Context: an optimization exercise on an open-source flow, tuned for small area and few clock cycles per item. The choices shown serve that exercise and are no tape-out recipe. The RTL was checked by simulation tests, not by an equivalence proof against the original design. No activity file was given, so power comes from the tool's default toggle rates.

==> design/flow/design.v <==
package dot_ctrl_pkg;
    localparam int CFG_W = 32;                      
    typedef logic [3:0] bit_idx_t;                  
    typedef logic [5:0] chunk_t;                    
    typedef logic [7:0] group_t;                    
    typedef logic [7:0] credit_t;                   
endpackage
package dot_data_pkg;
    localparam int LANE_W = 32;                     
    typedef logic signed [LANE_W-1:0] lane_t;
    localparam int GUARD_BITS = 4;
    localparam int ACC_W      = LANE_W + GUARD_BITS;
    typedef logic signed [ACC_W-1:0] acc_t;
    localparam acc_t ROUND_BIAS = acc_t'(11);       
endpackage
`timescale 1ns/1ps
module dot_config_regs (
    input  logic                           clk,
    input  logic                           start_i,
    input  logic [dot_ctrl_pkg::CFG_W-1:0] num_epochs_i,
    input  logic [dot_ctrl_pkg::CFG_W-1:0] num_samples_i,
    input  logic [dot_ctrl_pkg::CFG_W-1:0] dimension_i,
    input  logic [dot_ctrl_pkg::CFG_W-1:0] num_bits_i,
    output logic                           empty_o,         
    output dot_ctrl_pkg::group_t           last_epoch_o,
    output dot_ctrl_pkg::group_t           last_group_o,
    output dot_ctrl_pkg::chunk_t           last_chunk_o,
    output dot_ctrl_pkg::bit_idx_t         last_bit_o
);
    logic [9:0] dim_m1;
    assign dim_m1  = dimension_i[9:0] - 10'd1;
    assign empty_o = (num_epochs_i[9:0] == '0) || (num_samples_i[9:2] == '0);
    always_ff @(posedge clk)
    begin
        if (start_i)
        begin
            last_epoch_o <= num_epochs_i[7:0] - 8'd1;
            last_group_o <= num_samples_i[9:2] - 8'd1;
            last_chunk_o <= dim_m1[8:3];
            last_bit_o   <= num_bits_i[3:0] - 4'd1;
        end
    end
endmodule
`timescale 1ns/1ps
module plane_fifo #(
    parameter int WIDTH = 32
) (
    input  logic             wr_en_i,
    input  logic [WIDTH-1:0] wr_data_i,
    input  logic             x_ok_i,                    
    output logic             take_o,
    output logic [WIDTH-1:0] plane_o,                   
    output logic             almost_full_o
);
    assign almost_full_o = !x_ok_i;
    assign take_o        = wr_en_i && x_ok_i;
    assign plane_o       = wr_data_i;
endmodule
`timescale 1ns/1ps
module sample_sequencer #(
    parameter int X_ADDR_BITS = 6
) (
    input  logic                   clk,
    input  logic                   rst_n,
    input  logic                   start_i,
    input  logic                   empty_i,
    input  logic                   x_written_i,
    input  dot_ctrl_pkg::group_t   last_epoch_i,
    input  dot_ctrl_pkg::group_t   last_group_i,
    input  dot_ctrl_pkg::chunk_t   last_chunk_i,
    input  dot_ctrl_pkg::bit_idx_t last_bit_i,
    input  dot_ctrl_pkg::credit_t  x_wr_credit_i,
    input  logic                   take_i,               
    output logic                   x_ok_o,               
    output logic                   x_rd_en_o,
    output logic [X_ADDR_BITS-1:0] x_rd_addr_o,
    output dot_ctrl_pkg::bit_idx_t bit_o,                
    output logic                   first_o,              
    output logic                   last_o,               
    output logic                   done_o
);
    dot_ctrl_pkg::bit_idx_t bit_idx;
    dot_ctrl_pkg::chunk_t   chunk_idx;
    dot_ctrl_pkg::group_t   group_idx;                   
    dot_ctrl_pkg::group_t   epoch_idx;
    dot_ctrl_pkg::credit_t  rd_group;                    
    logic                   later_epoch;                 
    logic                   running;
    logic                   bit_last, chunk_last, group_last, epoch_last, job_last;
    dot_ctrl_pkg::bit_idx_t bit_nxt;
    dot_ctrl_pkg::chunk_t   chunk_nxt;
    dot_ctrl_pkg::credit_t  rd_group_nxt;
    dot_ctrl_pkg::credit_t  rd_group_inc;
    logic                   granted;
    logic                   later_nxt;
    logic                   running_nxt;
    assign bit_last   = (bit_idx == last_bit_i);
    assign chunk_last = (chunk_idx == last_chunk_i);
    assign group_last = (group_idx == last_group_i);
    assign epoch_last = (epoch_idx == last_epoch_i);
    assign last_o     = bit_last && chunk_last;
    assign first_o    = (bit_idx == '0) && (chunk_idx == '0);
    assign job_last   = last_o && group_last && epoch_last;
    assign bit_o      = bit_idx;
    assign bit_nxt      = !take_i ? bit_idx : (bit_last ? '0 : bit_idx + 1'b1);
    assign chunk_nxt    = !(take_i && bit_last) ? chunk_idx : (chunk_last ? '0 : chunk_idx + 1'b1);
    assign rd_group_nxt = rd_group + (take_i && last_o);
    assign later_nxt    = later_epoch || (take_i && last_o && group_last);
    assign running_nxt  = running && !(take_i && job_last);
    assign rd_group_inc = rd_group + 1'b1;
    assign granted      = (take_i && last_o) ? (x_wr_credit_i != rd_group_inc) :
                                               (x_wr_credit_i != rd_group);
    assign x_rd_en_o    = (running_nxt || start_i) && granted && (!later_nxt || x_written_i);
    assign x_rd_addr_o = chunk_nxt[X_ADDR_BITS-1:0];
    always_ff @(posedge clk)
    begin
        if (!rst_n)
        begin
            bit_idx     <= '0;
            chunk_idx   <= '0;
            group_idx   <= '0;
            epoch_idx   <= '0;
            rd_group    <= '0;
            later_epoch <= 1'b0;
            running     <= 1'b0;
            x_ok_o      <= 1'b0;
            done_o      <= 1'b0;
        end
        else
        begin
            bit_idx     <= bit_nxt;
            chunk_idx   <= chunk_nxt;
            rd_group    <= rd_group_nxt;
            later_epoch <= later_nxt;
            running     <= running_nxt || (start_i && !empty_i);
            x_ok_o      <= x_rd_en_o;
            if (take_i && last_o)
            begin
                group_idx <= group_last ? '0 : group_idx + 1'b1;
                if (group_last)
                    epoch_idx <= epoch_idx + 1'b1;
            end
            if ((take_i && job_last) || (start_i && empty_i))
                done_o <= 1'b1;                     
        end
    end
endmodule
`timescale 1ns/1ps
module prefix_carry #(
    parameter int W = 8
) (
    input  logic [W-1:0] g_i,
    input  logic [W-1:0] p_i,
    output logic [W-1:0] c_o
);
    localparam int L = $clog2(W);
    logic [W-1:0] g [L+1];
    logic [W-1:0] p [L+1];
    assign g[0] = g_i;
    assign p[0] = p_i;
    for (genvar l = 0; l < L; l++)
    begin : g_lvl
        for (genvar i = 0; i < W; i++)
        begin : g_bit
            if (i >= (1 << l))
            begin : g_op
                assign g[l+1][i] = g[l][i] | (p[l][i] & g[l][i - (1 << l)]);
                assign p[l+1][i] = p[l][i] & p[l][i - (1 << l)];
            end
            else
            begin : g_pass
                assign g[l+1][i] = g[l][i];
                assign p[l+1][i] = p[l][i];
            end
        end
    end
    assign c_o = g[L];
endmodule
module prefix_adder #(
    parameter int W = 8
) (
    input  logic [W-1:0] a_i,
    input  logic [W-1:0] b_i,
    input  logic         c_i,
    output logic [W-1:0] s_o,
    output logic         c_o
);
    localparam int L = $clog2(W);
    logic [W-1:0] g [L+1];                          
    logic [W-1:0] p [L+1];                          
    logic [W:0]   c;
    assign g[0] = a_i & b_i;
    assign p[0] = a_i ^ b_i;
    for (genvar l = 0; l < L; l++)
    begin : g_lvl
        for (genvar i = 0; i < W; i++)
        begin : g_bit
            if (i >= (1 << l))
            begin : g_op
                assign g[l+1][i] = g[l][i] | (p[l][i] & g[l][i - (1 << l)]);
                assign p[l+1][i] = p[l][i] & p[l][i - (1 << l)];
            end
            else
            begin : g_pass
                assign g[l+1][i] = g[l][i];
                assign p[l+1][i] = p[l][i];
            end
        end
    end
    assign c[0] = c_i;
    for (genvar i = 0; i < W; i++)
    begin : g_c
        assign c[i+1] = g[L][i] | (p[L][i] & c_i);
    end
    assign s_o = p[0] ^ c[W-1:0];
    assign c_o = c[W];
endmodule
module bank_adder_tree #(
    parameter int LANES = 8
) (
    input  logic                                  clk,
    input  logic [LANES*dot_data_pkg::LANE_W-1:0] lanes_i,    
    input  logic [LANES-1:0]                      mask_i,
    output dot_data_pkg::lane_t                   sum_o,      
    output logic [dot_data_pkg::LANE_W/2-1:1]     carry_o     
);
    localparam int LW = dot_data_pkg::LANE_W;
    localparam int NB = LW / 2;
    logic [LW-1:0] leaf [8];
    function automatic logic [2*LW-1:0] csa(input logic [LW-1:0] a, input logic [LW-1:0] b,
                                            input logic [LW-1:0] c);
        logic [LW-1:0] s, cy;
        s  = a ^ b ^ c;
        cy = (a & b) | (a & c) | (b & c);
        csa = {cy[LW-2:0], 1'b0, s};
    endfunction
    for (genvar j = 0; j < 8; j++)
    begin : g_leaf
        assign leaf[j] = mask_i[j] ? lanes_i[j*LW +: LW] : '0;    
    end
    logic [2*LW-1:0] r1a, r1b, r2a, r2b, r3, r4;
    assign r1a = csa(leaf[0], leaf[1], leaf[2]);
    assign r1b = csa(leaf[3], leaf[4], leaf[5]);
    assign r2a = csa(r1a[LW-1:0], r1a[2*LW-1:LW], r1b[LW-1:0]);
    assign r2b = csa(r1b[2*LW-1:LW], leaf[6], leaf[7]);
    assign r3  = csa(r2a[LW-1:0], r2a[2*LW-1:LW], r2b[LW-1:0]);
    assign r4  = csa(r3[LW-1:0], r3[2*LW-1:LW], r2b[2*LW-1:LW]);
    logic [LW-1:0] nib_sum;
    logic [NB:1]   nib_carry;                                       
    for (genvar i = 0; i < NB; i++)
    begin : g_nib
        prefix_adder #(.W(2)) i_prefix_adder (
            .a_i (r4[2*i +: 2]),
            .b_i (r4[LW+2*i +: 2]),
            .c_i (1'b0),
            .s_o (nib_sum[2*i +: 2]),
            .c_o (nib_carry[i+1])
        );
    end
    always_ff @(posedge clk)
    begin
        sum_o   <= nib_sum;
        carry_o <= nib_carry[NB-1:1];
    end
endmodule
`timescale 1ns/1ps
module bit_serial_accumulator #(
    parameter int BANKS = 4
) (
    input  logic                                  clk,
    input  logic [BANKS*dot_data_pkg::LANE_W-1:0] sums_i,     
    input  logic [BANKS*15-1:0]                   carries_i,  
    input  logic [3:0]                            shift_lo_i,  
    input  logic [3:0]                            shift_hi_i,  
    input  logic                                  first_i,    
    output logic [BANKS*dot_data_pkg::LANE_W-1:0] dot_o
);
    localparam int GB = dot_data_pkg::GUARD_BITS;
    localparam int LW = dot_data_pkg::LANE_W;
    localparam int AW = dot_data_pkg::ACC_W;
    localparam int NB = 6;                              
    localparam int BW = AW / NB;                        
    for (genvar i = 0; i < BANKS; i++)
    begin : g_bank
        dot_data_pkg::lane_t sum;
        dot_data_pkg::acc_t  half;
        dot_data_pkg::acc_t  half_sh [4];
        dot_data_pkg::acc_t  part;
        dot_data_pkg::acc_t  part_sh [4];
        dot_data_pkg::acc_t  shifted;
        dot_data_pkg::acc_t  base;
        dot_data_pkg::acc_t  acc;                       
        dot_data_pkg::acc_t  acc_nxt;
        logic [NB-1:1]       pend;                      
        logic [NB-1:1]       pend_nxt;
        dot_data_pkg::acc_t  pend_vec;
        logic [15:0] pr_in;
        logic [14:0] pr_gen;                            
        logic [14:0] pr_all;                            
        for (genvar j = 0; j < 15; j++)
        begin : g_pr_gp
            assign pr_gen[j] = carries_i[15*i+j];
            assign pr_all[j] = &sums_i[i*LW+2*j +: 2];
        end
        prefix_carry #(.W(15)) i_prefix_carry (
            .g_i (pr_gen),
            .p_i (pr_all),
            .c_o (pr_in[15:1])
        );
        assign pr_in[0] = 1'b0;
        for (genvar j = 0; j < 16; j++)
        begin : g_pr
            assign sum[2*j +: 2] = sums_i[i*LW+2*j +: 2] + 2'(pr_in[j]);
        end
        assign half    = $signed({sum, GB'(0)}) >>> 1;
        for (genvar k = 0; k < 4; k++)
        begin : g_sh
            assign half_sh[k] = half >>> k;
            assign part_sh[k] = part >>> (4 * k);
        end
        assign part    = ({AW{shift_lo_i[0]}} & half_sh[0]) | ({AW{shift_lo_i[1]}} & half_sh[1]) |
                         ({AW{shift_lo_i[2]}} & half_sh[2]) | ({AW{shift_lo_i[3]}} & half_sh[3]);
        assign shifted = ({AW{shift_hi_i[0]}} & part_sh[0]) | ({AW{shift_hi_i[1]}} & part_sh[1]) |
                         ({AW{shift_hi_i[2]}} & part_sh[2]) | ({AW{shift_hi_i[3]}} & part_sh[3]);
        assign base    = first_i ? dot_data_pkg::ROUND_BIAS : acc;
        for (genvar j = 0; j < NB; j++)
        begin : g_blk
            logic cin;
            if (j == 0)
            begin : g_first
                assign cin = 1'b0;
            end
            else
            begin : g_rest
                assign cin = pend[j] && !first_i;
            end
            logic cout;
            prefix_adder #(.W(BW)) i_prefix_adder (
                .a_i (base[j*BW +: BW]),
                .b_i (shifted[j*BW +: BW]),
                .c_i (cin),
                .s_o (acc_nxt[j*BW +: BW]),
                .c_o (cout)
            );
            if (j < NB - 1)
            begin : g_carry
                assign pend_nxt[j+1] = cout;
            end
        end
        always_ff @(posedge clk)
        begin
            acc  <= acc_nxt;
            pend <= pend_nxt;
        end
        for (genvar j = 1; j < NB; j++)
        begin : g_pend
            assign pend_vec[j*BW +: BW] = BW'(pend[j]);
        end
        assign pend_vec[BW-1:0] = '0;
        assign dot_o[i*LW +: LW] = 32'((acc + pend_vec) >> GB);   
    end
endmodule
`timescale 1ns/1ps
module dot_product_top #(
    parameter int BANKS       = 4,
    parameter int LANES       = 8,
    parameter int X_ADDR_BITS = 6
) (
    input  logic                                  clk,
    input  logic                                  rst_n,
    input  logic                                  start_i,
    input  logic [dot_ctrl_pkg::CFG_W-1:0]        num_epochs_i,
    input  logic [dot_ctrl_pkg::CFG_W-1:0]        num_samples_i,
    input  logic [dot_ctrl_pkg::CFG_W-1:0]        dimension_i,
    input  logic [dot_ctrl_pkg::CFG_W-1:0]        num_bits_i,
    input  logic [BANKS*LANES-1:0]                a_data_i,
    input  logic                                  a_wr_en_i,
    output logic                                  a_almost_full_o,
    input  logic [7:0]                            x_wr_credit_i,
    input  logic                                  x_written_i,
    output logic                                  x_rd_en_o,
    output logic [X_ADDR_BITS-1:0]                x_rd_addr_o,
    input  logic [LANES*dot_data_pkg::LANE_W-1:0] x_rd_data_i,
    output logic [BANKS*dot_data_pkg::LANE_W-1:0] dot_o,           
    output logic                                  dot_valid_o,
    output logic                                  done_o
);
    localparam int PLANE_W = BANKS * LANES;
    localparam int LW      = dot_data_pkg::LANE_W;
    logic                   empty;
    dot_ctrl_pkg::group_t   last_epoch;
    dot_ctrl_pkg::group_t   last_group;
    dot_ctrl_pkg::chunk_t   last_chunk;
    dot_ctrl_pkg::bit_idx_t last_bit;
    logic                   x_ok;
    logic                   take;
    logic [PLANE_W-1:0]     plane;
    dot_ctrl_pkg::bit_idx_t head_bit;
    logic                   head_first;
    logic                   head_last;
    logic [3:0]             sum_shift_lo;   
    logic [3:0]             sum_shift_hi;
    logic                   sum_first;
    logic [BANKS*LW-1:0]    tree_sum;
    logic [BANKS*15-1:0]    tree_carry;
    logic                   sum_last;
    dot_config_regs i_dot_config_regs (
        .clk, .start_i,
        .num_epochs_i, .num_samples_i, .dimension_i, .num_bits_i,
        .empty_o      (empty),
        .last_epoch_o (last_epoch),
        .last_group_o (last_group),
        .last_chunk_o (last_chunk),
        .last_bit_o   (last_bit)
    );
    plane_fifo #(.WIDTH(PLANE_W)) i_plane_fifo (
        .wr_en_i       (a_wr_en_i),
        .wr_data_i     (a_data_i),
        .x_ok_i        (x_ok),
        .take_o        (take),
        .plane_o       (plane),
        .almost_full_o (a_almost_full_o)
    );
    sample_sequencer #(.X_ADDR_BITS(X_ADDR_BITS)) i_sample_sequencer (
        .clk, .rst_n, .start_i,
        .empty_i      (empty),
        .x_written_i,
        .last_epoch_i (last_epoch),
        .last_group_i (last_group),
        .last_chunk_i (last_chunk),
        .last_bit_i   (last_bit),
        .x_wr_credit_i,
        .take_i       (take),
        .x_ok_o       (x_ok),
        .x_rd_en_o, .x_rd_addr_o,
        .bit_o        (head_bit),
        .first_o      (head_first),
        .last_o       (head_last),
        .done_o
    );
    always_ff @(posedge clk)
    begin
        if (!rst_n)
        begin
            sum_shift_hi <= '0;
            sum_last    <= 1'b0;
            dot_valid_o <= 1'b0;
        end
        else
        begin
            sum_shift_hi <= take ? 4'(1 << head_bit[3:2]) : '0;    
            sum_last    <= take && head_last;
            dot_valid_o <= sum_last;                
        end
    end
    always_ff @(posedge clk)
    begin
        sum_shift_lo <= 4'(1 << head_bit[1:0]);
        sum_first    <= take && head_first;
    end
    for (genvar b = 0; b < BANKS; b++)
    begin : g_bank
        bank_adder_tree #(.LANES(LANES)) i_bank_adder_tree (
            .clk,
            .lanes_i (x_rd_data_i),
            .mask_i  (plane[b*LANES +: LANES]),      
            .sum_o   (tree_sum[b*LW +: LW]),
            .carry_o (tree_carry[15*b +: 15])
        );
    end
    bit_serial_accumulator #(.BANKS(BANKS)) i_bit_serial_accumulator (
        .clk,
        .sums_i    (tree_sum),
        .carries_i (tree_carry),
        .shift_lo_i (sum_shift_lo),
        .shift_hi_i (sum_shift_hi),
        .first_i (sum_first),
        .dot_o
    );
endmodule
==> design/flow/flow/run.sh <==
#!/bin/bash
# The standard layout (standard.sh), with two changes to how it is made:
#  - synthesis is the standard flow's script with -noabc added to Yosys's synth command, so
#    the quick abc pass inside synth does not run before extract_fa; the full
#    adders are then found without inverters between them. Registers, their
#    names and cells are the standard synthesis's; abc still maps the rest.
#  - ports are buffered with the plain buf_1 cell (the resizer may size it up)
#    instead of the delay-buffer cell buffer_ports picks by itself;
#  - clock tree synthesis adds no dummy loads (same buffers and clustering as
#    the standard flow otherwise).
# Each step's full log is in orfs/logs/; make's own output goes to flow_make.log.
set -euo pipefail
work=$(pwd)
sed 's/yosys synth -nofsm -noshare /yosys synth -nofsm -noshare -noabc /' synth_recipe.tcl > flow_synth.tcl
grep -q -- '-noabc' flow_synth.tcl
sed "s|SYNTH_SCRIPT=[^ ]*synth_recipe.tcl|SYNTH_SCRIPT=$work/flow_synth.tcl|" standard.sh > flow_standard.sh
grep -q 'flow_synth.tcl' flow_standard.sh
export BUFFER_PORTS_ARGS="-buffer_cell sky130_fd_sc_hd__buf_1"
export CTS_ARGS="-sink_clustering_enable -repair_clock_nets -dont_use_dummy_load"
bash flow_standard.sh > flow_make.log 2>&1
==> design/flow/standard.sh <==
#!/bin/bash
# synth_recipe.tcl (not shown) runs the flow's synth.tcl, then flattens the netlist and writes it again
# the make line also repeats each setting of config.mk as NAME=value (left out here)
make -C /OpenROAD-flow-scripts/flow DESIGN_CONFIG=/design/flow/config.mk WORK_HOME=/design/flow/orfs CLKGATE_MAP_FILE= SYNTH_SCRIPT=/design/flow/synth_recipe.tcl "${@:-finish}"
==> design/flow/config.mk <==
export PLATFORM = sky130hd
export DESIGN_NAME = dot_product_top
export DESIGN_NICKNAME = dot_product_top
export VERILOG_FILES = /design/flow/design.v
export SDC_FILE = /design/flow/constraint.sdc
export NUM_CORES = 4
export LEC_CHECK = 0
export CAP_MARGIN = 20
export CORE_MARGIN = 2
export CORE_UTILIZATION = 60
export GPL_TIMING_DRIVEN = 0
export SETUP_SLACK_MARGIN = 0.25
export SLEW_MARGIN = 20
==> design/flow/constraint.sdc <==
create_clock -name core_clock -period 5.0 [get_ports {clk}]
set_input_delay 1.0000 -clock core_clock [delete_from_list [all_inputs] [get_ports {clk}]]
set_output_delay 1.0000 -clock core_clock [all_outputs]
set_load 0.01 [all_outputs]
==> results list, run 1 <==
* Max cap viols: 0
- Clock edge transition at the registers on the reported setup and hold paths: roughly 0.05 ns
* Grt met1 use: between 50 and 60%
- Hold timing on the final database bottoms out at a slack of roughly 0.45 ns.
- Category of the most critical setup path: reg2reg
* Post-synth EDFFs: 26
- Final setup violation count: 1
* Number of fillers in the final layout: ~6600
- In this run the number of H-tree levels came out at 2.
- Summing every instance area after synthesis gives approximately 50000 sq um.
* Post-synthesis simple-gate area fraction: approximately a quarter
- Period minus WS final: around 5.0 ns
- In this run, the number of DRC markers left after iteration 0 of detailed routing was 5673.
- The library cell used most frequently in the layout, excluding fill and tap cells, is sky130_fd_sc_hd__and2_1.
* Die Span Y: roughly 290 um
- The via count of the first global-routing pass came to around 43000.
- For this design the ratio of total power to cell area is roughly 470 nW/um^2.
- Type of the tightest min-delay check: reg2reg
* Final worst slack: -0.00934 ns
- In this run the static leakage power is around 24 nW.
- Entering global routing, the biggest net connects 30 pins.
* Via density: between 6 and 7
- Highest-utilization routing layer at the global route stage: met2
* Initial core utilization: between 60% and 70%
- In the layout the commonest cells are 1012 x sky130_fd_sc_hd__and2_1, 808 x sky130_fd_sc_hd__fa_1, 544 x sky130_fd_sc_hd__nand2_1.
- Netlist cell types: 70
* Crit-path max FO: 4
* Number of synthesized register bits: between 400 and 500
- DP HPWL: roughly 150 mm
- For the worst-skew pair, the clock arrives at the later sink with an insertion delay of 0.62 ns.
- Met3 GRT Util: around an eighth
- IR drop worst, VDD: about 320 uV
- Share of synthesized cell area in full adder, half adder and majority cells: approximately 40%
- Worst-Margin Slew: between 1 and 1.5 ns
* Buffers added on ports: about 470
* Primary FF master, synth: sky130_fd_sc_hd__dfxtp_1
* Tcrit/Tclk final: 100%
- Total routing usage reported by global routing: roughly 44%
* Share of the synthesized area in the top cell type: 32.6%
- Post-route ant nets: 0
* Slew Limit Fails: 0
- TritonCTS built the clock tree.
* Sequential share of the synthesized area: 17.6%
* Synth-to-layout area growth: 10.8%
- The violated checks flagged are setup timing.
* Top post-synthesis cells by area: sky130_fd_sc_hd__fa_1 33%, sky130_fd_sc_hd__dfxtp_1 16%, sky130_fd_sc_hd__and2_1 13%
* Crit-path slowest cell: sky130_fd_sc_hd__a221o_2
- Data on the critical path is required at its endpoint by between 5 and 6 ns.
- Post-DR wirelength/cell: about 28 um
- Setup repair after global routing missed its margin: true
- Row generation in the floorplan step produced 105 rows.
- The signal on the critical path passes through a31o_4 -> a31o_4 -> a31o_1 -> a221o_2 -> o31ai_4 -> a21oi_2 -> ha_1 -> a222oi_1 -> nand2_1 -> a22oi_2 -> nand2_2 -> ha_4 -> and3b_1 -> o21ai_2 -> a21boi_2 -> o21a_1 -> o21a_1 -> nor2_1 -> xnor2_1.
- In this run the tightest slew margin relative to its limit is 18.5%.
- The tree is rooted in a sky130_fd_sc_hd__clkbuf_16.
- Of the cells placed in the final design, the portion with a size suffix greater than 1 is between 5 and 6%.
* Wire length of the first global-routing pass: roughly 280 mm
- Clock tree buffer depth: 3
- Antenna violations before repair: 27
- At the end of routability-driven placement, the weighted congestion stood at between 1 and 1.5.
* Std-Cell Core Area: just over 80000 sq um
- The average instance in the mapped netlist occupies 9.89 sq um.
- Max Clk Rate: about 200 MHz
* Congestion Overflow GR: 0
- The number of nets in the synthesized netlist is between 6000 and 7000.
- Post-synthesis xor/xnor area fraction: approximately 6.3%
- In the synthesized netlist the async set-or-reset flop fraction comes to 0%.
* Final count of hold timing violations: 0
- Global-route met2 utilization: approximately 68%
- The synthesized netlist devotes around a tenth of its cell area to compound gates.
- The floorplan step defined a die boundary enclosing around 85000 sq um.
- Yosys warns: 31
- After layout, the design draws a total of 25.9 mW.
- Crit end category: flip-flop
- After technology mapping, the gate count stands at 5020.
* Ports: around 570
- Counting the buffers created by CTS gives 47.
- Clock Skew: 0.0734 ns
* Share of cell area taken by muxes after synthesis: less than 1%
- Combinational family with the most area after synthesis: adder cells
- DRC errors left: 0
- Slowest cell delay on critical path: 0.46 ns
- The routed layout has 42700 vias.
- Buffers inserted to repair hold after CTS numbered 0.
- The die is 292 um wide.
- STA classifies the critical path startpoint as a flip-flop.
- Status: failed layout checks
- For this run, the detailed router's first-pass iteration total came to 14.
- Wires add up to 189 mm.
- The synthesized design spends more area on one cell type than any other, namely sky130_fd_sc_hd__fa_1.
* TritonCTS Sinks: between 400 and 500
- Net count of the finished layout: 7118
- Data arrival at the endpoint of the critical path: roughly 5.5 ns
## cells in the mapped netlist (4+ instances only)
library cell	number
sky130_fd_sc_hd__edfxtp_1	26
sky130_fd_sc_hd__fa_1	808
sky130_fd_sc_hd__xor2_1	166
sky130_fd_sc_hd__buf_4	9
sky130_fd_sc_hd__a211oi_1	4
sky130_fd_sc_hd__nor4_1	7
sky130_fd_sc_hd__a31o_1	15
sky130_fd_sc_hd__and2_1	1012
sky130_fd_sc_hd__nor2b_1	157
sky130_fd_sc_hd__a31oi_1	23
sky130_fd_sc_hd__or3_1	7
sky130_fd_sc_hd__nor2_1	202
sky130_fd_sc_hd__ha_1	304
sky130_fd_sc_hd__nand2_1	562
sky130_fd_sc_hd__o21bai_1	12
sky130_fd_sc_hd__and3b_1	21
sky130_fd_sc_hd__inv_1	57
sky130_fd_sc_hd__clkbuf_1	223
sky130_fd_sc_hd__buf_1	11
sky130_fd_sc_hd__and3_1	24
sky130_fd_sc_hd__dfxtp_1	397
sky130_fd_sc_hd__nor3b_1	5
sky130_fd_sc_hd__o21a_1	40
sky130_fd_sc_hd__o21ai_1	51
sky130_fd_sc_hd__nand2b_1	35
sky130_fd_sc_hd__nand3_1	57
sky130_fd_sc_hd__nor3_1	54
sky130_fd_sc_hd__a21oi_1	37
sky130_fd_sc_hd__and4_1	7
sky130_fd_sc_hd__o21ai_0	27
sky130_fd_sc_hd__a21boi_1	21
sky130_fd_sc_hd__a22oi_1	196
sky130_fd_sc_hd__or2_2	13
sky130_fd_sc_hd__xnor2_1	190
sky130_fd_sc_hd__a222oi_1	128
sky130_fd_sc_hd__o31ai_1	7
sky130_fd_sc_hd__a21o_1	4
sky130_fd_sc_hd__nand4_1	32
sky130_fd_sc_hd__a31o_2	19
## worst max-delay path: cells and delay by family (launching register included)
kind                     cells  cell delay [ns]
AO/OA/AOI/OAI               12             3.04
XOR/XNOR                     1             0.14
adder cells (fa/ha/maj)      2             0.60
flip-flops                   1             0.32
AND/OR/NAND/NOR              4             0.82
## layout make-up
| cell class | count | area (sq um) | area share [%] |
|---|---|---|---|
| sequential | 423 | 8730 | 15.9 |
| tap | 1070 | 1340 | 2.43 |
| inverter | 58 | 218 | 0.396 |
| buffer | 246 | 1030 | 1.87 |
| timing repair buffer | 508 | 2070 | 3.76 |
| antenna | 17 | 42.5 | 0.0773 |
| multi-input combinational | 4293 | 40400 | 73.5 |
| clock buffer | 47 | 1180 | 2.14 |
## cells by family after synthesis
logic type,Yosys count
fa+ha+maj,1112
buf+inv,304
mux,3
compound gates,609
flops,423
xor+xnor,357
simple gates,2212
## flip-flops by register name, summed over array words and instances (netlist names), 4 cells and up
name / count
i_sample_sequencer.bit_idx: 4
i_sample_sequencer.chunk_idx: 6
i_dot_config_regs.last_epoch_o: 8
i_sample_sequencer.group_idx: 8
g_bank.i_bank_adder_tree.sum_o: 128
i_dot_config_regs.last_group_o: 8
i_bit_serial_accumulator.g_bank.pend: 20
i_dot_config_regs.last_bit_o: 4
i_sample_sequencer.epoch_idx: 8
i_bit_serial_accumulator.g_bank.acc: 144
sum_shift_lo: 4
sum_shift_hi: 4
i_dot_config_regs.last_chunk_o: 6
i_sample_sequencer.rd_group: 8
g_bank.i_bank_adder_tree.carry_o: 56
## power breakdown
part           total (mW)  internal (mW)  switching, mW  leakage [nW]
clock network        2.95           1.64           1.31         0.579
logic                17.0           6.47           10.5          20.4
registers            6.01           4.81           1.20          3.55
total                25.9           12.9           13.0          24.5
## final timing paths
check                                                             startpoint                                            endpoint  slack [ns]  cells past startpoint
worst min register to register                           sum_last$_SDFF_PN0_                              dot_valid_o$_SDFF_PN0_        0.45                      1
worst max-delay path            g_bank[2].i_bank_adder_tree.sum_o[5]$_DFF_P_  i_bit_serial_accumulator.g_bank[2].acc[23]$_DFF_P_      -0.009                     19
worst min-delay path                                     sum_last$_SDFF_PN0_                              dot_valid_o$_SDFF_PN0_        0.45                      1
worst max register to register  g_bank[2].i_bank_adder_tree.sum_o[5]$_DFF_P_  i_bit_serial_accumulator.g_bank[2].acc[23]$_DFF_P_      -0.009                     19
## layer usage
layer  share of wire (%)  wire [um]  vias up
met3                  12      23500      720
met4                 6.5      12200       30
met2                  44      84000     3014
met5                0.11        216        -
li1                    -          -    17900
met1                  37      69300    21000
## metrics by stage
| stage | utilization (%) | worst slack (ns) | area (sq um) | TNS (ns) | std cells |
|---|---|---|---|---|---|
| floorplan | - | 0.746 | 49700 | 0 | 5020 |
| global placement | 64.4 | -0.913 | 52800 | -30.75 | 6559 |
| detailed placement | 64.4 | -0.933 | 52800 | -34.35 | 6559 |
| CTS | 66.3 | 0.254 | 54400 | 0 | 6620 |
| global route | 67.1 | -0.0841 | 55000 | -0.118 | 6652 |
| finish | 67.1 | -0.00934 | 55000 | -0.00934 | 6662 |
## timing repair
item / 4_1_cts / 5_1_grt
hold endpoints to repair: 0 / 0
resized for setup: 82 / 102
buffers inserted: 14 / 25
pin swaps: 24 / 89
endpoints found under the setup margin: 77 / 69
Testbench counts, summed over its fixed seeds: cycles 17,588, planes 17,153.
==> run 2: changes to the inputs <==
--- a/design/flow/config.mk
+++ b/design/flow/config.mk
@@ -7,7 +7,7 @@
 export LEC_CHECK = 0
 export CAP_MARGIN = 20
 export CORE_MARGIN = 2
-export CORE_UTILIZATION = 60
+export CORE_UTILIZATION = 40
 export GPL_TIMING_DRIVEN = 0
 export SETUP_SLACK_MARGIN = 0.25
 export SLEW_MARGIN = 20
==> results list, run 2 <==
* Status: complete, no violations
- Across the run, the number of max-cap violations was 0.
* Sum Neg Setup Slack: 0 ns
- Timing analysis after detailed placement gives a worst setup slack of -1.18 ns.
* Switching share of power: 50.4%
- Slew Limit Fails: 0
- Internal: roughly 13 mW
- The longest clock path from root to sink contains 3 buffers.
* Buffers added on ports: 469
* Crit end category: flip-flop
- Tracing the worst setup path back leads to its startpoint at g_bank[2].i_bank_adder_tree.sum_o[4]$_DFF_P_.
- Setup repair after global routing could not meet its margin everywhere.
- Max Clk Rate: 205 MHz
* Antenna violations before repair: 27
* Avg Cell Area, Syn: roughly 10 sq um
- Total clock buffers created by CTS: 48
- Post-route worst hold slack: between 0.4 and 0.5 ns
* Post-route ant nets: 0
- Top post-synthesis cells by area: sky130_fd_sc_hd__fa_1 33%, sky130_fd_sc_hd__dfxtp_1 16%, sky130_fd_sc_hd__and2_1 13%
- Clock share of power: between 10% and 20%
- Type of the tightest min-delay check: reg2reg
* Post-DR wirelength/cell: about 28 um
- Among all cell types in the netlist, the one instantiated most often is sky130_fd_sc_hd__and2_1.
* Cell Pwr Density: 471 nW/um^2
* Biggest registers after layout: i_bit_serial_accumulator.g_bank.acc x144, g_bank.i_bank_adder_tree.sum_o x128, g_bank.i_bank_adder_tree.carry_o x56
* Number of synthesized register bits: 423
- Clock-pin slew was measured on the worst setup and hold paths at around 0.06 ns.
- Yosys mapped a number of flops with a built-in enable equal to 26.
- The number of cells on the worst reg-to-reg path is 20.
- Netlist cell types: 70
- Worst-Margin Slew: 1.20 ns
* Final count of hold timing violations: 0
* Reg2reg end: i_bit_serial_accumulator.g_bank[2].acc[17]$_DFF_P_
- Data on the critical path is required at its endpoint by approximately 5.5 ns.
- Data arrival at the endpoint of the critical path: about 5.4 ns
- Fraction of registers with async set/reset: 0%
* Via count of the first global-routing pass: approximately 42000
* Source-to-sink clock delay at the later pin of the worst-skew pair: roughly 0.61 ns
* Register ranked first by flip-flop count: i_bit_serial_accumulator.g_bank.acc
- Via density: between 5 and 6
- Period minus WS final: ~5 ns
- Router iterations before antenna repair: 9
- Tcrit/Tclk final: 97.7%
- Area of the mapped netlist: slightly below 50000 sq um
* Share of the synthesized area in the top cell type: 32.6%
- Sequential share of the synthesized area: between 15 and 20%
- At the end of routability-driven placement, the weighted congestion stood at between 1 and 1.5.
- Yosys warns: 31
- Cells along the critical path: a31o_1 -> a31o_4 -> a31o_4 -> a221o_2 -> o31ai_4 -> nand2b_1 -> ha_2 -> a222oi_1 -> nand2_1 -> buf_4 -> a22oi_1 -> nand2_1 -> ha_1 -> and3b_1 -> o21ai_2 -> a21boi_2 -> o21a_1 -> o21a_1 -> nor2_1 -> xnor2_1
- Setup violations remaining at the end of the flow were counted as 0.
* Final WL: just over 200 mm
* CTS H-Tree Depth: 2
- DRC errors left: 0
- Following the worst setup path forward leads to its endpoint at i_bit_serial_accumulator.g_bank[2].acc[17]$_DFF_P_.
- The worst setup path is of the reg2reg kind.
- The die is between 300 and 400 um wide.
- DP HPWL: between 150 and 200 mm
- The slowest stage of the critical path belongs to the cell sky130_fd_sc_hd__a222oi_1.
- Initial core utilization: about two fifths
- STA classifies the critical path startpoint as a flip-flop.
* Net switching power: roughly 13 mW
- The final route contains 41900 vias.
- Primary FF master, synth: sky130_fd_sc_hd__dfxtp_1
* Maximum number of pins on one net before global-route repair: 30
* Nets in the synthesized netlist: roughly 6600
- Std-Cell Core Area: 123000 sq um
- In the final layout, the share of cells above drive strength 1 is under 10%.
- Total routing usage reported by global routing: between 30% and 40%
* Slowest cell delay on critical path: 0.65 ns
* Placed cell count: between 7000 and 8000
* Synthesized instance count: approximately 5000
* Violation count after the first detailed-routing iteration: 4367
- The worst-case IR drop observed on VDD is 276 uV.
- Crit-path max FO: 4
- Per report_power, the combinational group accounts for between 60% and 70% of the total.
* Headroom to the max-slew limit: slightly below 20%
- CTS root buffer: sky130_fd_sc_hd__clkbuf_16
- TritonCTS built the clock tree.
- For this run, the number of standard cells in the final layout without fillers is slightly above 7000.
- The worst path meets setup with between 0.1 and 0.15 ns of slack.
- Top library cells by usage in the layout, fill and taps aside: 1012 x sky130_fd_sc_hd__and2_1, 808 x sky130_fd_sc_hd__fa_1, 544 x sky130_fd_sc_hd__nand2_1
- Commonest cells in the netlist: 1012 x sky130_fd_sc_hd__and2_1, 808 x sky130_fd_sc_hd__fa_1, 562 x sky130_fd_sc_hd__nand2_1
* Synth-to-layout area growth: 12.7%
- Setup slack on the worst reg-to-reg path comes out at roughly 0.12 ns.
- Ports: about 570
- TritonCTS Sinks: roughly 420
- For the final database, setup skew stands at approximately 0.05 ns.
* Final core utilization: between 40% and 50%
- The synthesized design spends more area on one cell type than any other, namely sky130_fd_sc_hd__fa_1.
* Number of flip-flops in the largest register: around 140
* Site row count: ~130
* Leak: 24.7 nW
* Net count of the finished layout: between 7000 and 8000
- Wire length of the first global-routing pass: approximately 290 mm
- For this run the aggregate overflow at the end of global routing stands at 0.
- Die Outline Area: roughly 130000 sq um
* Most frequent standard cell in the layout excluding fill and tap cells: sky130_fd_sc_hd__and2_1
- The share of total power dissipated in sequential elements is between 20% and 30%.
- The worst register-to-register path begins at g_bank[2].i_bank_adder_tree.sum_o[4]$_DFF_P_.
- Measured along the y axis, the die boundary spans between 300 and 400 um.
## run 2: cell counts after synthesis
Identical to the previous run, type by type.
## run 2: worst min-delay path by stage
stage | slack (ns) | cells after the start | to | start
2_1_floorplan | 0.41 | 1 | dot_valid_o$_SDFF_PN0_ | sum_last$_SDFF_PN0_
3_3_place_gp | 0.44 | 2 | i_sample_sequencer.later_epoch$_SDFF_PN0_ | i_sample_sequencer.later_epoch$_SDFF_PN0_
3_5_place_dp | 0.44 | 1 | dot_valid_o$_SDFF_PN0_ | sum_last$_SDFF_PN0_
4_1_cts | 0.45 | 1 | dot_valid_o$_SDFF_PN0_ | sum_last$_SDFF_PN0_
5_1_grt | 0.46 | 1 | dot_valid_o$_SDFF_PN0_ | sum_last$_SDFF_PN0_
6_report | 0.45 | 1 | dot_valid_o$_SDFF_PN0_ | sum_last$_SDFF_PN0_
## run 2: power groups by stage
stage / Clock, mW / Sequential (mW) / Combinational (mW)
floorplan: 0 / 5.56 / 9.64
global placement: 0 / 5.94 / 16.1
detailed placement: 0 / 5.97 / 16.2
CTS: 3.06 / 5.94 / 16.6
global route: 3.19 / 6.15 / 18.6
finish: 2.98 / 6.00 / 17.4
## run 2: metal layers
layer / wire, um / track usage, %
met2: 94300 / 51.5
met5: 81 / 0
met4: 11200 / 14.5
met3: 17300 / 5.75
met1: 82700 / 41.6
## run 2: worst max-delay path, delay by kind of cell, from the launching register on
kind / cells / cell delay [ns]
AOI/OAI and AO/OA: 11 / 2.89
and+or+nand+nor: 5 / 0.65
adders and majority gates: 2 / 0.65
DFF: 1 / 0.31
buffers and inverters: 1 / 0.18
xor gates and xnor gates: 1 / 0.12
## run 2: cell families (layout without fill, tap and decap cells)
kind of cell               count (synthesis)  after routing  synth area share [%]
AOI/OAI and AO/OA                        609            609                  9.47
xor gates and xnor gates                 357            357                  6.31
adders and majority gates               1112           1112                  40.2
buffers and inverters                    304            878                  2.37
DFF                                      423            423                  17.6
muxes                                      3              3                0.0605
other                                      0             17                     0
and+or+nand+nor                         2212           2212                  24.0
## run 2: timing repair
item,CTS,global route
endpoints found under the setup margin,116,40
pin swaps,43,79
gates resized for setup,111,108
hold buffers,0,0
buffers inserted,20,37
## run 2: cell type report
cell class	count	area (sq um)
Sequential cell	423	8740
Buffer	246	1020
Antenna cell	17	42.5
Fill cell	11900	67500
Inverter	58	218
Clock buffer	48	1200
Tap cell	1637	2050
Timing Repair Buffer	526	2230
Multi-Input combinational cell	4293	40500
## run 2: per-stage QoR
| stage | cell area [sq um] | power [mW] |
|---|---|---|
| after floorplan | 49700 | 15.2 |
| after global placement | 53500 | 22.0 |
| after detailed placement | 53500 | 22.2 |
| after CTS | 55200 | 25.6 |
| after global routing | 55900 | 28.0 |
| final | 56000 | 26.4 |
==> run 3: changes to the inputs <==
--- a/design/flow/flow/run.sh
+++ b/design/flow/flow/run.sh
@@ -6,8 +6,8 @@
 #    names and cells are the standard synthesis's; abc still maps the rest.
 #  - ports are buffered with the plain buf_1 cell (the resizer may size it up)
 #    instead of the delay-buffer cell buffer_ports picks by itself;
-#  - clock tree synthesis adds no dummy loads (same buffers and clustering as
-#    the standard flow otherwise).
+#  - clock tree synthesis adds no dummy loads and clusters up to 30 sinks per
+#    leaf buffer (same buffer cells as the standard flow).
 # Each step's full log is in orfs/logs/; make's own output goes to flow_make.log.
 set -euo pipefail
 work=$(pwd)
@@ -16,5 +16,5 @@
 sed "s|SYNTH_SCRIPT=[^ ]*synth_recipe.tcl|SYNTH_SCRIPT=$work/flow_synth.tcl|" standard.sh > flow_standard.sh
 grep -q 'flow_synth.tcl' flow_standard.sh
 export BUFFER_PORTS_ARGS="-buffer_cell sky130_fd_sc_hd__buf_1"
-export CTS_ARGS="-sink_clustering_enable -repair_clock_nets -dont_use_dummy_load"
+export CTS_ARGS="-sink_clustering_enable -repair_clock_nets -dont_use_dummy_load -sink_clustering_size 30 -sink_clustering_max_diameter 100"
 bash flow_standard.sh > flow_make.log 2>&1
--- a/design/flow/config.mk
+++ b/design/flow/config.mk
@@ -9,5 +9,5 @@
 export CORE_MARGIN = 2
 export CORE_UTILIZATION = 40
 export GPL_TIMING_DRIVEN = 0
-export SETUP_SLACK_MARGIN = 0.25
+export SETUP_SLACK_MARGIN = 0.15
 export SLEW_MARGIN = 20
==> results list, run 3 <==
- The flow ran to the end and the layout has no timing, DRC or antenna violations.
- Summed over all cells, the static leakage comes to around 24 nW.
- Primary FF master, synth: sky130_fd_sc_hd__dfxtp_1
* DP HPWL: ~170 mm
* Critical Path Source: a_data_i[26]
* Start of the worst register-to-register path: g_bank[2].i_bank_adder_tree.sum_o[4]$_DFF_P_
* Most common cell in the netlist: sky130_fd_sc_hd__and2_1
* Clock tree buffer depth: 3
* Crit-path max FO: 10
- Cell taking the most area after synthesis: sky130_fd_sc_hd__fa_1
- Cells along the critical path: buf_1 -> clkbuf_1 -> and2_1 -> fa_1 -> fa_1 -> fa_1 -> fa_1 -> ha_1 -> fa_1
- The worst path in the final design needs a cycle of about 4.8 ns, including I/O delays and setup.
- After clock tree synthesis, the clock-pin slew on the worst setup and hold paths is about 0.090 ns.
- Top library cells by usage in the layout, fill and taps aside: 1012 x sky130_fd_sc_hd__and2_1, 808 x sky130_fd_sc_hd__fa_1, 545 x sky130_fd_sc_hd__nand2_1
- Entering global routing, the biggest net connects 31 pins.
- Placed Area: 53500 sq um
- The synthesized design contains between 400 and 500 register bits.
* Portion of total power attributed to combinational logic: between 60% and 70%
- The Yosys step of the flow raised 31 warnings.
- Fraction of registers with async set/reset: 0%
- Synth-to-layout area growth: 10.7%
* Slowest cell delay on critical path: between 0.9 and 1 ns
- Global-route met2 utilization: between 50 and 60%
- In this run the power spent charging and discharging nets is between 10 and 15 mW.
* Setup repair after global routing missed its margin: true
- Max cap viols: 0
* Biggest registers after layout: i_bit_serial_accumulator.g_bank.acc x144, g_bank.i_bank_adder_tree.sum_o x128, g_bank.i_bank_adder_tree.carry_o x56
- In this run the standard cell core region covers ~120000 sq um.
- Antenna violations before repair: 27
- Setup crit start kind: input port
* Initial core utilization: 40.2%
- Die outline width: 356 um
* Die Span Y: approximately 360 um
- TritonCTS Sinks: ~420
- After clock tree synthesis, the flow added hold-fix buffers numbering 0.
- The first global-routing pass estimated ~300 mm of wire.
- Post-synth EDFFs: 26
* DRC errors left: 0
* Post-DR wirelength/cell: between 20 and 30 um
* Post-route ant nets: 0
- Of the post-synthesis cell area, the dominant cell type holds between 30% and 40%.
* Crit-path slowest cell: sky130_fd_sc_hd__clkbuf_1
- Post-route worst hold slack: 0.456 ns
- Congestion Overflow GR: 0
- The library cell used most frequently in the layout, excluding fill and tap cells, is sky130_fd_sc_hd__and2_1.
- In this run the tightest slew margin relative to its limit is 19.3%.
* Source-to-sink clock delay at the later pin of the worst-skew pair: 0.62 ns
- roughly 570 I/O pins were placed.
- Netlist cell types: 70
* Number of flip-flops in the largest register: approximately 140
- Global routing used 31.6% of the available tracks.
* Clock share of power: just under 8%
* Max Clk Rate: roughly 210 MHz
- In this run the clock root is driven by a sky130_fd_sc_hd__clkbuf_16.
* Cell Pwr Density: about 460 nW/um^2
- The die covers 127000 sq um.
* Sequential share of the synthesized area: roughly 18%
* Type of the tightest min-delay check: reg2reg
- Data arrival at the endpoint of the critical path: ~5.2 ns
- The total count of max-transition violations in the final report came to 0.
* Met3 GRT Util: under 10%
- Net count of the finished layout: ~7000
- VDD sags by at most 256 uV.
* Violation count after the first detailed-routing iteration: between 4000 and 5000
* Global placement routability congestion: 1.03
- STA puts the critical path data required time at roughly 5.4 ns.
* CTS H-Tree Depth: 1
* Worst-Margin Slew: around 1.2 ns
* Final setup violation count: 0
* Final WL: 204 mm
- Site row count: 129
- Top post-synthesis cells by area: sky130_fd_sc_hd__fa_1 33%, sky130_fd_sc_hd__dfxtp_1 16%, sky130_fd_sc_hd__and2_1 13%
- When the netlist entered floorplanning its net count stood at between 6000 and 7000.
- After layout, the worst path uses 96.4% of the clock period.
- Most used cell, CP: sky130_fd_sc_hd__fa_1
- Highest-utilization routing layer at the global route stage: met2
- Internal power comes to ~12 mW.
- Total clock buffers created by CTS: 23
- Fraction of final layout cells sized beyond drive strength 1: under 10%
- Via count of the first global-routing pass: about 42000
- Crit end category: flip-flop
- Category of the most critical setup path: in2reg
* Avg Cell Area, Syn: 9.89 sq um
* CTS tree: done
* Switching share of power: 51.9%
* Non-Filler Cell Area, Final: about 55000 sq um
* Grt met1 use: between 40 and 50%
* Startpoint of the tightest hold check path: sum_last$_SDFF_PN0_
* Via density: just under 6
* Router iterations before antenna repair: 14
- In this run, flip-flops and latches consume 23.8% of the power.
* Register ranked first by flip-flop count: i_bit_serial_accumulator.g_bank.acc
- Buffers added on ports: 469
- Between clock sinks in the finished design, the worst skew comes to between 0.07 and 0.08 ns.
* Synthesized instance count: around 5000
* Final count of hold timing violations: 0
* Commonest cells in the netlist: 1012 x sky130_fd_sc_hd__and2_1, 808 x sky130_fd_sc_hd__fa_1, 562 x sky130_fd_sc_hd__nand2_1
- Summing every instance area after synthesis gives ~50000 sq um.
* Via Count: between 40000 and 50000
-- run 3: cell families after synthesis --
kind of cell / count (synthesis) / synth area share, %
flops: 423 / 17.6
xor+xnor: 357 / 6.31
mux: 3 / 0.0605
fa+ha+maj: 1112 / 40.2
compound gates: 609 / 9.47
simple gates: 2212 / 24.0
buf+inv: 304 / 2.37
-- run 3: power groups by stage --
stage                     clock network, mW  registers (mW)  logic, mW
after detailed placement                  0            5.97       16.2
after floorplan                           0            5.56       9.64
after global routing                   2.12            6.12       18.4
after global placement                    0            5.94       16.1
after CTS                              2.01            5.91       16.5
final                                  1.95            5.98       17.2
-- run 3: timing repair --
action                     4_1_cts  5_1_grt
gates resized for setup         78       93
setup endpoints to repair       81       40
pin swaps                       27       63
cloned                           0        0
buffers inserted                12       20
-- run 3: cell type report --
cell class / instances / area, sq um
multi-input cells: 4293 / 40300
repair buffers: 501 / 2030
fillers: 12000 / 68500
clock buffers: 23 / 576
flip-flops and latches: 423 / 8740
plain buffers: 246 / 1010
inverters: 58 / 218
well taps: 1637 / 2050
diodes: 21 / 52.6
-- run 3: final timing paths --
path	to	slack, ns	cells after the start
setup / recovery	g_bank[3].i_bank_adder_tree.sum_o[3]$_DFF_P_	0.18	9
hold / removal	dot_valid_o$_SDFF_PN0_	0.46	1
setup reg to reg	i_bit_serial_accumulator.g_bank[2].acc[29]$_DFF_P_	0.19	20
hold reg to reg	dot_valid_o$_SDFF_PN0_	0.46	1
-- run 3: per-stage QoR --
stage	setup slack [ns]	std cells	total power [mW]	util, %	setup TNS [ns]
after floorplan	0.746	5020	15.2	-	0
after global placement	-1.17	7126	22.0	43.3	-57.98
after detailed placement	-1.18	7126	22.2	43.3	-59.74
after CTS	0.153	7161	24.4	44.1	0
after global routing	0.0251	7194	26.7	44.5	0
final	0.182	7202	25.1	44.5	0
-- run 3: worst max-delay path: cells and delay by family --
| family | cells | cell delay [ns] |
|---|---|---|
| buffers and inverters | 2 | 1.23 |
| AND/OR/NAND/NOR | 1 | 0.28 |
| adder cells (fa/ha/maj) | 6 | 2.72 |
-- run 3: routing by layer --
layer,routed length [um],up-vias
li1,-,17900
met3,17100,472
met5,84,-
met4,11100,14
met1,82200,21000
met2,93600,2224
==> run 4: changes to the inputs <==
--- a/design/flow/flow/run.sh
+++ b/design/flow/flow/run.sh
@@ -6,7 +6,7 @@
 #    names and cells are the standard synthesis's; abc still maps the rest.
 #  - ports are buffered with the plain buf_1 cell (the resizer may size it up)
 #    instead of the delay-buffer cell buffer_ports picks by itself;
-#  - clock tree synthesis adds no dummy loads and clusters up to 30 sinks per
+#  - clock tree synthesis adds no dummy loads and clusters up to 22 sinks per
 #    leaf buffer (same buffer cells as the standard flow).
 # Each step's full log is in orfs/logs/; make's own output goes to flow_make.log.
 set -euo pipefail
@@ -16,5 +16,5 @@
 sed "s|SYNTH_SCRIPT=[^ ]*synth_recipe.tcl|SYNTH_SCRIPT=$work/flow_synth.tcl|" standard.sh > flow_standard.sh
 grep -q 'flow_synth.tcl' flow_standard.sh
 export BUFFER_PORTS_ARGS="-buffer_cell sky130_fd_sc_hd__buf_1"
-export CTS_ARGS="-sink_clustering_enable -repair_clock_nets -dont_use_dummy_load -sink_clustering_size 30 -sink_clustering_max_diameter 100"
+export CTS_ARGS="-sink_clustering_enable -repair_clock_nets -dont_use_dummy_load -sink_clustering_size 22 -sink_clustering_max_diameter 100"
 bash flow_standard.sh > flow_make.log 2>&1
==> results list, run 4 <==
- The flow ran to the end and the layout has no timing, DRC or antenna violations.
- The worst path uses a little over nine tenths of the clock period.
* Ports: roughly 570
- In this run, CTS created clock tree buffers numbering 26.
* Cell count of the worst reg-to-reg path: 20
- CTS tree: done
- Final core utilization: about 45%
- In this run the deepest clock path goes through 3 buffers.
- Global routing finished with a remaining overflow of 0.
* Period minus WS final: 4.88 ns
* Crit-path max FO: 4
- Number of hold-repair buffers added at the cts stage: 0
- For hold timing, the worst endpoint is dot_valid_o$_SDFF_PN0_.
- Reg2reg end: i_bit_serial_accumulator.g_bank[2].acc[17]$_DFF_P_
- Met2 wire length: 94.3 mm
- For this run, design rule violations remaining after detail routing come to 0.
- Top library cells by usage in the layout, fill and taps aside: 1012 x sky130_fd_sc_hd__and2_1, 808 x sky130_fd_sc_hd__fa_1, 545 x sky130_fd_sc_hd__nand2_1
- For this run, the total global-route usage over all layers was measured as 31.7%.
- Counting both buffers and inverters, the worst setup path holds a total of 1.
* Setup repair after global routing missed its margin: true
- Die outline width: 356 um
- Slowest cell delay on critical path: 0.58 ns
- Headroom to the max-slew limit: 18.1%
- The die covers about 130000 sq um.
- Max-cap violations in this run came to 0.
- For this design the ratio of total power to cell area is around 460 nW/um^2.
* Via count of the first global-routing pass: between 40000 and 50000
- The first routing iteration left around 4400 violations.
- TritonCTS Sinks: roughly 420
- Cell taking the most area after synthesis: sky130_fd_sc_hd__fa_1
* Router iterations before antenna repair: 10
- The root buffer cell chosen for the clock tree is sky130_fd_sc_hd__clkbuf_16.
- Counting distinct cell types in the post-synthesis netlist gives 70.
- The analysis attributes to cell leakage a power of between 20 and 25 nW.
* Post-route ant nets: 0
- Via Count: approximately 42000
- For this design, the slowest cell found on the critical path is sky130_fd_sc_hd__a222oi_1.
- Most frequent standard cell in the layout excluding fill and tap cells: sky130_fd_sc_hd__and2_1
* Std-Cell Core Area: ~120000 sq um
- CTS H-Tree Depth: 1
- Kind of cell with the highest combined delay on the critical path: compound AO/OA/AOI/OAI gates
* Routed length on met1: just over 80 mm
- Sum Neg Setup Slack: 0 ns
* Biggest registers after layout: i_bit_serial_accumulator.g_bank.acc x144, g_bank.i_bank_adder_tree.sum_o x128, g_bank.i_bank_adder_tree.carry_o x56
- After detailed routing, the average wire length per cell comes to around 28 um.
- The floorplan has between 100 and 150 rows.
* Post-synth EDFFs: 26
* DP HPWL: approximately 170 mm
- Reg-to-reg slack, setup: between 0.1 and 0.15 ns
- The layout has between 10000 and 15000 filler cells.
* Sequential cell area: roughly 8700 sq um
- Start of the worst register-to-register path: g_bank[2].i_bank_adder_tree.sum_o[4]$_DFF_P_
* Crit end category: flip-flop
- The total count of hold-check failures in the final report was 0.
* Primary FF master, synth: sky130_fd_sc_hd__dfxtp_1
- From bottom edge to top edge, the die measures roughly 360 um.
* Max Clk Rate: 205 MHz
- Nets in the synthesized netlist: between 6000 and 7000
* Share of the synthesized area in the top cell type: 32.6%
* Routed length on met3: roughly 17 mm
- Most common cell in the netlist: sky130_fd_sc_hd__and2_1
- The worst setup path is of the reg2reg kind.
- Maximum number of pins on one net before global-route repair: 30
- The min-delay analysis places its worst path in the category reg2reg.
- Counting flops with an async set or reset pin after synthesis yields a share of 0%.
- Register ranked first by flip-flop count: i_bit_serial_accumulator.g_bank.acc
- Via density: 5.77
- Cells along the critical path: a31o_1 -> a31o_4 -> a31o_4 -> a221o_2 -> or2_1 -> a31o_1 -> ha_4 -> a222oi_1 -> nand2_1 -> buf_4 -> a22oi_1 -> nand2_1 -> ha_1 -> and3b_1 -> o21ai_2 -> a21boi_2 -> o21a_1 -> o21a_1 -> nor2_1 -> xnor2_1
- Area of the mapped netlist: a little under 50000 sq um
- IR analysis of the VDD net gives a maximum drop of around 290 uV.
- At the pin with the least slew margin, the transition time is approximately 1.2 ns.
- Number of synthesized register bits: around 420
- WHS Path Cells: 1
* Topmost layer with routed signal wires: met5
- Clock-pin slew was measured on the worst setup and hold paths at ~0.09 ns.
- The number of antenna violations at the first check in global routing was 27.
- Counting every instance in the synthesized netlist gives 5020.
- Fraction of final layout cells sized beyond drive strength 1: 4.50%
* Synth-to-layout area growth: 10.9%
- At the worst endpoint, the arrival time is about 5.4 ns.
* Startpoint of the tightest hold check path: sum_last$_SDFF_PN0_
- Top post-synthesis cells by area: sky130_fd_sc_hd__fa_1 33%, sky130_fd_sc_hd__dfxtp_1 16%, sky130_fd_sc_hd__and2_1 13%
- The Yosys step of the flow raised 31 warnings.
* Wire length of the first global-routing pass: 292 mm
- Setup violations remaining at the end of the flow were counted as 0.
- Clock Skew: roughly 0.066 ns
- The average instance in the mapped netlist occupies about 9.9 sq um.
* Source-to-sink clock delay at the later pin of the worst-skew pair: between 0.6 and 0.7 ns
- Data required time of the critical path: approximately 5.6 ns
- Sequential share of the synthesized area: between 15 and 20%
- In this run the cell area measured after placement is between 50000 and 60000 sq um.
- The count of buffers added on input and output ports is 469.
* Non-Filler Cell Area, Final: approximately 55000 sq um
- At the end of routability-driven placement, the weighted congestion stood at just over 1.
- For this configuration, the core starts out at a cell density of around two fifths.
- The register with the most flip-flops in the layout has 144 of them.
* Net count of the finished layout: 7093
* Slew Limit Fails: 0
- Final WL: 205 mm
- Area taken by multi-input logic gates: 40300 sq um
- Commonest cells in the netlist: 1012 x sky130_fd_sc_hd__and2_1, 808 x sky130_fd_sc_hd__fa_1, 562 x sky130_fd_sc_hd__nand2_1
- STA classifies the critical path startpoint as a flip-flop.
-- run 4: cell count changes in the layout (fill, tap and decap cells not counted), moves of 2 or more --
cell / change
sky130_fd_sc_hd__a21boi_1: -2
sky130_fd_sc_hd__a21boi_2: +3
sky130_fd_sc_hd__buf_4: +2
sky130_fd_sc_hd__clkbuf_16: +3
sky130_fd_sc_hd__dfxtp_1: +4
sky130_fd_sc_hd__dfxtp_2: -4
sky130_fd_sc_hd__diode_2: -4
sky130_fd_sc_hd__nand3_1: +2
sky130_fd_sc_hd__nand3_2: -2
-- run 4: repair_timing --
action                     4_1_cts  5_1_grt
setup buffers                   14       21
resized for setup               82       82
pin swaps                       27       54
setup endpoints to repair       79       40
hold endpoints to repair         0        0
-- run 4: final cells by class --
cell class / instances / share of cell area [%]
Antenna cell: 17 / 0.0773
Buffer: 246 / 1.82
Clock buffer: 26 / 1.18
Inverter: 58 / 0.395
Multi-Input combinational cell: 4293 / 73.2
Sequential cell: 423 / 15.9
Tap cell: 1637 / 3.72
Timing Repair Buffer: 504 / 3.72
-- run 4: report_power, final --
group / total (mW) / internal [mW] / switching [mW]
clock network: 2.09 / 0.919 / 1.17
registers: 5.98 / 4.80 / 1.18
logic: 17.2 / 6.46 / 10.7
-- run 4: per-layer routing --
metal  global-route usage [%]  up-vias
met2                     51.2     2104
met4                     14.5       14
met3                     5.58      477
met5                        0        -
li1                         -    17900
met1                     41.4    21100
-- run 4: worst max path at each step --
stage                                                   startpoint                                                 end  slack [ns]  cells past startpoint
detailed placement                                    a_data_i[17]       g_bank[2].i_bank_adder_tree.sum_o[31]$_DFF_P_       -1.18                     12
floorplan           g_bank[2].i_bank_adder_tree.carry_o[2]$_DFF_P_  i_bit_serial_accumulator.g_bank[2].acc[23]$_DFF_P_        0.75                     20
CTS                   g_bank[2].i_bank_adder_tree.sum_o[4]$_DFF_P_  i_bit_serial_accumulator.g_bank[2].acc[23]$_DFF_P_        0.12                     20
finish                g_bank[2].i_bank_adder_tree.sum_o[4]$_DFF_P_  i_bit_serial_accumulator.g_bank[2].acc[17]$_DFF_P_        0.12                     20
global route          g_bank[2].i_bank_adder_tree.sum_o[4]$_DFF_P_  i_bit_serial_accumulator.g_bank[2].acc[17]$_DFF_P_        0.02                     20
global placement                                      a_data_i[17]       g_bank[2].i_bank_adder_tree.sum_o[31]$_DFF_P_       -1.17                     12
-- run 4: through the flow --
stage / power (mW) / worst slack (ns) / instances / hold WS, ns
6_report: 25.3 / 0.121 / 7204 / 0.455
5_1_grt: 26.8 / 0.0178 / 7200 / 0.472
4_1_cts: 24.6 / 0.124 / 7166 / 0.462
3_5_place_dp: 22.2 / -1.18 / 7126 / 0.440
3_3_place_gp: 22.0 / -1.17 / 7126 / 0.438
2_1_floorplan: 15.2 / 0.746 / 5020 / 0.412
-- run 4: cells by family after synthesis --
kind of cell	Yosys count	share of synthesized area, %
xor+xnor	357	6.31
mux	3	0.0605
fa+ha+maj	1112	40.2
buf+inv	304	2.37
simple gates	2212	24.0
flops	423	17.6
compound gates	609	9.47
==> run 5: changes to the inputs <==
--- a/design/flow/design.v
+++ b/design/flow/design.v
@@ -278,7 +278,7 @@
     localparam int GB = dot_data_pkg::GUARD_BITS;
     localparam int LW = dot_data_pkg::LANE_W;
     localparam int AW = dot_data_pkg::ACC_W;
-    localparam int NB = 6;                              
+    localparam int NB = 9;                              
     localparam int BW = AW / NB;                        
     for (genvar i = 0; i < BANKS; i++)
     begin : g_bank
==> results list, run 5 <==
- Worst-Margin Slew: roughly 1.2 ns
- Die Outline Area: around 130000 sq um
* Via count of the first global-routing pass: 42800
- Counting instances in the post-synthesis netlist gives the leading cell types as 1045 x sky130_fd_sc_hd__and2_1, 820 x sky130_fd_sc_hd__fa_1, 527 x sky130_fd_sc_hd__nand2_1.
* Status: complete, no violations
- Total routing usage reported by global routing: between 30% and 40%
- The worst path uses between 90% and 100% of the clock period.
- The average instance in the mapped netlist occupies 10.0 sq um.
- Synth-to-layout area growth: 9.35%
* Wire length of the first global-routing pass: just under 300 mm
- In the final design database the tool counted between 7000 and 8000 nets.
* Cell Pwr Density: around 440 nW/um^2
- Hold is met by around 0.45 ns.
- Non-Filler Cell Area, Final: roughly 56000 sq um
- Routability-driven placement finished with a final weighted congestion of 1.01.
* Slew Limit Fails: 0
- In this run the worst path has a maximum fanout of 10.
* Period minus WS final: roughly 4.8 ns
- Dividing the detail-routed via count by the number of cells gives just under 6.
- The number of nets in the synthesized netlist is 6641.
* Crit end category: flip-flop
- After filler insertion, the fill cell instance count of the layout stands at between 10000 and 15000.
- In this run, synthesis inferred 26 flip-flops with an integrated enable.
- Netlist cell types: 70
* Cell taking the most area after synthesis: sky130_fd_sc_hd__fa_1
- In this run the cell area measured after placement is around 55000 sq um.
- The most critical setup path has its endpoint at g_bank[0].i_bank_adder_tree.sum_o[31]$_DFF_P_.
* Initial core utilization: between 40% and 50%
* Biggest registers after layout: i_bit_serial_accumulator.g_bank.acc x144, g_bank.i_bank_adder_tree.sum_o x128, g_bank.i_bank_adder_tree.carry_o x56
- Synthesized instance count: a little over 5000
- Congestion Overflow GR: 0
- More flip-flops sit in one register than any other, and that register is i_bit_serial_accumulator.g_bank.acc.
- For this run, the number of Yosys warnings is 31.
* Clock tree buffer depth: 3
- The number of clock buffers added by TritonCTS is 25.
- Top library cells by usage in the layout, fill and taps aside: 1045 x sky130_fd_sc_hd__and2_1, 820 x sky130_fd_sc_hd__fa_1, 527 x sky130_fd_sc_hd__nand2_1
- In this run the worst hold path is classified as reg2reg.
- Fraction of final layout cells sized beyond drive strength 1: approximately 2.4%
- The die is ~360 um wide.
- Critical Path Source: a_data_i[3]
- Final core utilization: 44.1%
- Reg2reg end: i_bit_serial_accumulator.g_bank[3].acc[31]$_DFF_P_
- The first detailed-routing pass ran for 13 iterations.
- Data required time of the critical path: roughly 5.4 ns
* Final count of hold timing violations: 0
* Reg-to-reg slack, setup: ~0.42 ns
- Most common cell in the netlist: sky130_fd_sc_hd__and2_1
- Sequential cells were found to cover between 15 and 20% of the synthesized design area.
- In this run, post-CTS hold repair placed 0 buffers.
* Source-to-sink clock delay at the later pin of the worst-skew pair: between 0.5 and 0.6 ns
* Max cap viols: 0
- For the worst setup path, the data arrival time is ~5.2 ns.
* Post-route ant nets: 0
* CTS H-Tree Depth: 1
* Leak: roughly 25 nW
- Summing over every cut layer, the via total after detailed routing is ~42000.
- Start of the worst register-to-register path: g_bank[3].i_bank_adder_tree.sum_o[4]$_DFF_P_
- Number of synthesized register bits: about 440
- The top cell type by area accounts for 32.3% of the synthesized area.
* Fraction of registers with async set/reset: 0%
- Final WL: approximately 200 mm
- The tree is rooted in a sky130_fd_sc_hd__clkbuf_16.
- Static timing analysis puts the maximum clock frequency at about 210 MHz.
* Primary FF master, synth: sky130_fd_sc_hd__dfxtp_1
- Antenna violations before repair: 27
* Final setup violation count: 0
- The floorplan has 130 rows.
- Measured against its own limit, the worst slew margin works out to between 20% and 30%.
- Ports: roughly 570
- IR drop worst, VDD: 256 uV
- CTS tree: done
- Sorting the synthesized cells by area gives the leading types as sky130_fd_sc_hd__fa_1 32%, sky130_fd_sc_hd__dfxtp_1 16%, sky130_fd_sc_hd__and2_1 13%.
- In the final timing run, aggregate negative setup slack is 0 ns.
* Buffers added on ports: between 400 and 500
- Violation count after the first detailed-routing iteration: ~4700
- Maximum number of pins on one net before global-route repair: 30
- For the worst flop-to-flop path, the logic depth is 19.
- Category of the most critical setup path: in2reg
- The clock arrives with approximately 0.056 ns of skew.
- For this run, design rule violations remaining after detail routing come to 0.
- Number of flip-flops in the largest register: approximately 140
* TritonCTS Sinks: about 440
- Std-Cell Core Area: 126000 sq um
* Sum of internal, switching and leakage power: approximately 25 mW
- Clock edge transition at the registers on the reported setup and hold paths: 0.10 ns
- The die is 360 um tall.
- Area of the mapped netlist: between 50000 and 60000 sq um
- Post-DR wirelength/cell: 27.8 um
* DP HPWL: about 170 mm
- Leaving out fill and tap cells, the most frequent cell in the layout is sky130_fd_sc_hd__and2_1.
* Setup repair after global routing missed its margin: false
* Setup crit start kind: input port
-- run 5: worst min-delay path by stage --
stage | startpoint | end | slack (ns) | cells after the start
2_1_floorplan | sum_last$_SDFF_PN0_ | dot_valid_o$_SDFF_PN0_ | 0.41 | 1
3_3_place_gp | sum_last$_SDFF_PN0_ | dot_valid_o$_SDFF_PN0_ | 0.42 | 1
3_5_place_dp | sum_last$_SDFF_PN0_ | dot_valid_o$_SDFF_PN0_ | 0.42 | 1
4_1_cts | sum_last$_SDFF_PN0_ | dot_valid_o$_SDFF_PN0_ | 0.44 | 1
5_1_grt | sum_last$_SDFF_PN0_ | dot_valid_o$_SDFF_PN0_ | 0.47 | 1
6_report | sum_last$_SDFF_PN0_ | dot_valid_o$_SDFF_PN0_ | 0.45 | 1
-- run 5: cell type report --
cell class / instances / area, sq um / area share (%)
Antenna cell: 20 / 50.0 / 0.0900
Buffer: 242 / 972 / 1.75
Clock buffer: 25 / 626 / 1.13
Inverter: 48 / 180 / 0.324
Multi-Input combinational cell: 4351 / 40900 / 73.6
Sequential cell: 435 / 8970 / 16.1
Tap cell: 1650 / 2060 / 3.71
Timing Repair Buffer: 470 / 1790 / 3.21
-- run 5: repair_timing --
| action | in CTS | in global routing |
|---|---|---|
| resized for setup | 45 | 32 |
| cloned | 0 | 0 |
| pin swaps | 0 | 1 |
| endpoints found under the setup margin | 59 | 35 |
| hold endpoints to repair | 0 | 0 |
| setup buffers | 0 | 1 |
-- run 5: stage by stage --
stage,setup slack (ns),instances
finish,0.208,7241
global route,0.150,7235
CTS,0.151,7220
detailed placement,-1.02,7195
global placement,-1.09,7195
floorplan,0.828,5076
-- run 5: report_power, final --
| group | internal, mW | switching, mW | total [mW] |
|---|---|---|---|
| sequential | 4.90 | 1.15 | 6.05 |
| clock | 0.887 | 1.16 | 2.05 |
| combinational | 6.14 | 10.5 | 16.6 |
| total | 11.9 | 12.8 | 24.7 |
-- run 5: per-layer routing --
| metal | global-route usage [%] | vias up | wire, um |
|---|---|---|---|
| met5 | 0 | - | 83 |
| met4 | 12.4 | 12 | 9620 |
| met3 | 4.15 | 417 | 15200 |
| met2 | 49.3 | 2052 | 92600 |
| met1 | 40.8 | 21100 | 83800 |
| li1 | - | 18100 | - |
-- run 5: cells by family after synthesis --
group                      synth area share, %
AOI/OAI and AO/OA                         9.44
muxes                                   0.0591
adders and majority gates                 40.1
and+or+nand+nor                           23.7
buffers and inverters                     2.17
xor gates and xnor gates                  6.96
DFF                                       17.6
-- run 5: critical path, stage by stage --
cell	delay, ns
sky130_fd_sc_hd__buf_1	0.49
sky130_fd_sc_hd__clkbuf_4	0.45
sky130_fd_sc_hd__and2_1	0.19
sky130_fd_sc_hd__fa_1	0.44
sky130_fd_sc_hd__fa_1	0.60
sky130_fd_sc_hd__fa_1	0.46
sky130_fd_sc_hd__fa_1	0.49
sky130_fd_sc_hd__ha_1	0.24
sky130_fd_sc_hd__xor2_1	0.16
sky130_fd_sc_hd__xnor2_1	0.25
sky130_fd_sc_hd__xnor2_1	0.15
sky130_fd_sc_hd__xnor2_2	0.28
Testbench counts of run 5, summed over its fixed seeds: cycles 17,588, planes 17,153.

Setup slack of run 5, layout unchanged: 0.208 ns with ideal ports, 0.253 ns with driving cells assumed (clock clkbuf_16, inputs buf_2), -0.384 ns with port delays also shifted by the 0.637 ns mid clock arrival.
